Source: an optimization exercise on an open RTL-to-GDS flow (aim: small area, a short achievable clock period and few clock cycles). Production flows keep margins and buffers that such runs may drop. Only simulation tests tie the RTL to the original design; equivalence was not proved.

==> flow/design.v <==
module micro_ucr_hash_multi #(
    parameter int K   = 3,
    parameter int CUT = 20
) (
    input  logic        clk,
    input  logic        reset_n,
    input  logic        inicio,
    input  logic [95:0] bloque_datos,
    input  logic [31:0] nonce_inicial,
    input  logic [31:0] nonce_limite,
    input  logic [7:0]  target,
    output logic [23:0] bounty,
    output logic [31:0] nonce_ganador,
    output logic        terminado,
    output logic        agotado,
    output logic        ocupado,
    output logic [31:0] intentos
);
    localparam int NC = 1 << K;
    localparam int HB = 32 - K;
    localparam logic [31:0] PCW = (32'd1 << 15) | (32'd1 << 18) | (32'd1 << 21) |
                                  (32'd1 << 24) | (32'd1 << 27) | (32'd1 << 29) |
                                  (32'd1 << 30);
    typedef logic [7:0] byte_t;
    function automatic logic [255:0] sched(input logic [95:0] blk, input logic [31:0] n);
        byte_t w [32];
        for (int j = 0; j < 12; j++) w[j] = blk[95-8*j -: 8];
        for (int j = 0; j < 4; j++) w[12+j] = n[31-8*j -: 8];
        for (int j = 16; j < 32; j++) w[j] = w[j-3] | (w[j-9] ^ w[j-14]);
        for (int j = 0; j < 32; j++) sched[255-8*j -: 8] = w[j];
    endfunction
    function automatic byte_t wof(input logic [255:0] w, input int j);
        wof = w[255-8*j -: 8];
    endfunction
    function automatic byte_t kof(input int j);
        kof = (j <= 16) ? 8'h99 : 8'hA1;
    endfunction
    function automatic byte_t yv(input byte_t c3, input byte_t c2);
        yv = (c3 << 4) ^ c2 ^ (c2 << 4);
    endfunction
    function automatic byte_t addx(input byte_t l, input byte_t y, input byte_t wk);
        byte_t e;
        logic  cy, p;
        e  = y ^ wk;
        cy = 1'b0;
        for (int i = 0; i < 8; i++) begin
            p       = l[i] ^ e[i];
            addx[i] = l[i] ^ (e[i] ^ cy);
            cy      = p ? cy : wk[i];
        end
    endfunction
    function automatic byte_t chw(input byte_t wz, input byte_t wo, input int gi);
        chw = wz;
        for (int b = 0; b < K; b++) if ((gi >> b) & 1) chw[b] = wo[b];
    endfunction
    logic          busy_q, found_q, exh_q;
    logic [95:0]   blk_q;
    logic [HB-1:0] limh_q;
    logic [K-1:0]  liml_q, inil_q;
    logic [7:0]    tgt_q;
    logic [HB-1:0] base1_q;
    logic          first1_q;
    logic [NC-1:0] val1;
    logic          last1;
    always_comb begin
        for (int i = 0; i < NC; i++)
            val1[i] = ((base1_q < limh_q) || (base1_q == limh_q && K'(i) <= liml_q))
                      && (!first1_q || K'(i) >= inil_q);
        last1 = (base1_q >= limh_q);
    end
    logic [255:0] wz1, wo1;
    assign wz1 = sched(blk_q, {base1_q, {K{1'b0}}});
    assign wo1 = sched(blk_q, {base1_q, {K{1'b1}}});
    byte_t cs12, cs13, cs14, cs16;
    always_comb begin
        byte_t cs [17];
        cs[0] = 8'h88 + 8'(wof(wz1, 0) + 8'h99);
        cs[1] = 8'h97 + 8'(wof(wz1, 1) + 8'h99);
        cs[2] = addx(8'(8'hE0 ^ cs[0] ^ (cs[0] << 4)), 8'h00, 8'(wof(wz1, 2) + 8'h99));
        for (int j = 3; j <= 16; j++) begin
            if (j == 15) cs[j] = '0;
            else cs[j] = addx(yv(cs[j-3], cs[j-2]), 8'h00, 8'(wof(wz1, j) + 8'h99));
        end
        cs12 = cs[12]; cs13 = cs[13]; cs14 = cs[14]; cs16 = cs[16];
    end
    byte_t         wz2 [CUT+1:31];
    byte_t         wo2 [CUT+1:31];
    logic [HB-1:0] base2_q;
    logic [NC-1:0] val2_q;
    logic          last2_q, v2_q;
    always_ff @(posedge clk) begin
        for (int j = CUT + 1; j <= 31; j++) begin
            if (PCW[j]) begin
                wz2[j] <= wof(wz1, j);
                wo2[j] <= wof(wo1, j);
            end else if (j == 31) begin
                wz2[j] <= 8'(wof(wz1, j) + 8'h9F);
                wo2[j] <= 8'(wof(wz1, j) + 8'h9F);
            end else begin
                wz2[j] <= 8'(wof(wz1, j) + kof(j));
                wo2[j] <= 8'(wof(wz1, j) + kof(j));
            end
        end
    end
    logic [23:0] hch [NC];
    byte_t       a31 [NC];
    genvar gi;
    generate
        for (gi = 0; gi < NC; gi++) begin : ch
            byte_t q1, q2, q3;        
            always_comb begin
                byte_t c15, p1, p2, p3, c, wk;
                c15 = addx(yv(cs12, cs13), 8'h00,
                           8'(chw(wof(wz1, 15), wof(wo1, 15), gi) + 8'h99));
                p3 = c15; p2 = cs16;
                c  = addx(cs16, yv(cs14, c15), 8'(wof(wz1, 17) + 8'hA1));
                p1 = c;
                for (int j = 18; j <= CUT; j++) begin
                    if (PCW[j]) wk = 8'(chw(wof(wz1, j), wof(wo1, j), gi) + 8'hA1);
                    else        wk = 8'(wof(wz1, j) + 8'hA1);
                    c  = addx(p1, yv(p3, p2), wk);
                    p3 = p2; p2 = p1; p1 = c;
                end
                q1 = p1; q2 = p2; q3 = p3;
            end
            logic [7:0] s1, s2;
            logic [3:0] s3;
            always_ff @(posedge clk) begin
                s1 <= q1; s2 <= q2; s3 <= q3[3:0];
            end
            always_comb begin
                byte_t p1, p2, p3, c, wk;
                p1 = s1; p2 = s2; p3 = {4'h0, s3};
                for (int j = CUT + 1; j <= 30; j++) begin
                    if (PCW[j]) wk = 8'(chw(wz2[j], wo2[j], gi) + 8'hA1);
                    else        wk = wz2[j];
                    c  = addx(p1, yv(p3, p2), wk);
                    p3 = p2; p2 = p1; p1 = c;
                end
                a31[gi] = (p2 << 4) ^ p1;
                hch[gi] = {8'(a31[gi] + 8'h01), p1[3:0] ^ 4'h8, 4'h9,
                           8'((yv(p3, p2) ^ p1) + wz2[31])};
            end
        end
    endgenerate
    logic [7:0]    t1;
    logic          t_ff, t_nz;
    logic [NC-1:0] hit, one;
    assign t1   = tgt_q - 8'd1;
    assign t_ff = (tgt_q == 8'hFF);
    assign t_nz = (tgt_q != 8'h00);
    always_comb begin
        for (int i = 0; i < NC; i++)
            hit[i] = v2_q && val2_q[i] &&
                     (t_ff || (t_nz && ((a31[i] < t1) || (a31[i] == 8'hFF))));
    end
    logic [K-1:0] widx;
    logic [23:0]  whash;
    logic         any_hit;
    always_comb begin
        logic seen;
        seen  = 1'b0;
        widx  = '0;
        whash = '0;
        for (int i = 0; i < NC; i++) begin
            one[i] = hit[i] && !seen;
            seen   = seen || hit[i];
            widx   = widx | ({K{one[i]}} & K'(i));
            whash  = whash | ({24{one[i]}} & hch[i]);
        end
        any_hit = seen;
    end
    logic cargar, ganar, agotar;
    assign cargar = inicio;
    assign ganar  = busy_q && !inicio && any_hit;
    assign agotar = busy_q && !inicio && !any_hit && v2_q && last2_q;
    always_ff @(posedge clk) begin
        if (!reset_n) begin
            busy_q  <= 1'b0;
            found_q <= 1'b0;
            exh_q   <= 1'b0;
        end else if (cargar) begin
            busy_q  <= 1'b1;
            found_q <= 1'b0;
            exh_q   <= 1'b0;
        end else if (ganar) begin
            busy_q  <= 1'b0;
            found_q <= 1'b1;
        end else if (agotar) begin
            busy_q  <= 1'b0;
            exh_q   <= 1'b1;
        end
    end
    always_ff @(posedge clk) begin
        if (cargar) begin
            blk_q    <= bloque_datos;
            limh_q   <= nonce_limite[31:K];
            liml_q   <= nonce_limite[K-1:0];
            inil_q   <= nonce_inicial[K-1:0];
            tgt_q    <= target;
            base1_q  <= nonce_inicial[31:K];
            first1_q <= 1'b1;
        end else if (busy_q) begin
            if (!last1) base1_q <= base1_q + HB'(1);
            first1_q <= 1'b0;
        end
    end
    always_ff @(posedge clk) begin
        if (!reset_n || cargar) v2_q <= 1'b0;
        else if (busy_q)        v2_q <= 1'b1;
        base2_q <= base1_q;
        val2_q  <= val1;
        last2_q <= last1;
    end
    logic [23:0]   bounty_q;
    logic [K-1:0]  idx_q;
    logic [HB-1:0] nwin_q;
    always_ff @(posedge clk) begin
        if (busy_q) begin
            bounty_q <= {whash[23:12], any_hit, 2'b00, any_hit, whash[7:0]};
            idx_q    <= widx;
            nwin_q   <= base2_q;
        end
    end
    assign bounty        = bounty_q;
    assign nonce_ganador = {nwin_q & {HB{!exh_q}}, idx_q};
    assign ocupado       = busy_q;
    assign terminado     = found_q;
    assign agotado       = exh_q;
    assign intentos      = '0;
endmodule
clock: 30.0 ns
lec_check: 0
cap_margin: 30
core_margin: 2
core_utilization: 40
slew_margin: 30
standard.sh (not shown) runs the stock make flow with config.mk's settings and CLKGATE_MAP_FILE= SYNTH_SCRIPT=/design/flow/synth_recipe.tcl, a recipe that flattens the netlist after the stock synthesis.
==> flow/flow/run.sh <==
#!/bin/bash
# Layout flow: the standard ORFS layout, unchanged, except that timing
# repair aims for a setup slack margin well above zero so that the resizer
# works on the paths that set the achieved period (the 30 ns clock leaves
# them with positive slack, so a zero margin repairs nothing).
set -euo pipefail
cd "$(dirname "$0")/.."
export SETUP_SLACK_MARGIN=${FLOW_SETUP_MARGIN:-21}
bash standard.sh > standard_flow.log 2>&1
The first run finished clean.
Testbench counts at the start, summed over its fixed seeds: cycles 5,343.
Rerun with:
--- a/flow/flow/run.sh
+++ b/flow/flow/run.sh
@@ -7,3 +7,3 @@
 cd "$(dirname "$0")/.."
-export SETUP_SLACK_MARGIN=${FLOW_SETUP_MARGIN:-21}
+export SETUP_SLACK_MARGIN=${FLOW_SETUP_MARGIN:-23}
 bash standard.sh > standard_flow.log 2>&1
After rerunning: Final cell count is higher by about 6%; synthesized area stays the same; global-route usage rose by 2.2 points; die area is unchanged; critical path depth climbs by 3; sequential share of layout area decreases by 2.1 points; worst setup slack gains 870 ps; clock-buffer cell count is lower by 2; synthesized cell count stays the same; core utilization climbs by 7.5 points.
Rerun with:
==> flow/run.sh (new file) <==
#!/bin/bash
# synth_recipe.tcl (not shown) runs the flow's synth.tcl, then flattens the netlist and writes it again
# the make line also repeats each setting of config.mk as NAME=value (left out here)
make -C /OpenROAD-flow-scripts/flow DESIGN_CONFIG=/design/flow/config.mk WORK_HOME=/design/flow/orfs CLKGATE_MAP_FILE= SYNTH_SCRIPT=/design/flow/synth_recipe.tcl finish
removed: flow/flow/run.sh
removed: flow/standard.sh
=> The new run completed without violations. Routed wire length goes down by a little under a tenth. Count of clock-buffer cells in the layout goes up by 2. Via count goes down by a little under a tenth. Global-route usage goes down by 2.5 points. Setup slack degrades by 2900 ps. Synthesized area does not change. Sequential share of layout area goes up by 3.1 points. Fmax goes down by a quarter to a third.

-- what the ideal ports hide --
In the flow no input, the clock included, has a driving cell. The finished layouts below were timed again as built, in two steps.
Step 1 assumes that a clkbuf_16 drives the clock port and a buf_2 every other input.
Step 2 adds t to the input delays and takes it off the output delays; t is the mean of the earliest and latest rising clock arrival at the registers after step 1. Input paths then give back, and output paths get back, about the clock's delay inside the block.
Slacks: ideal / step 1 / step 2; pairs: ideal / step 1.
run	t, ns	slack for setup (ns)	slew at the worst register clock pin (ns)	pins driven straight from the clock port
the first run	0.782	21.055 / 21.055 / 21.055	0.08 / 0.08	1
the second run	0.778	21.924 / 21.924 / 21.924	0.08 / 0.08	1
the third run	0.777	19.052 / 19.052 / 19.052	0.08 / 0.08	1
After both steps setup and hold are still met in every run listed.
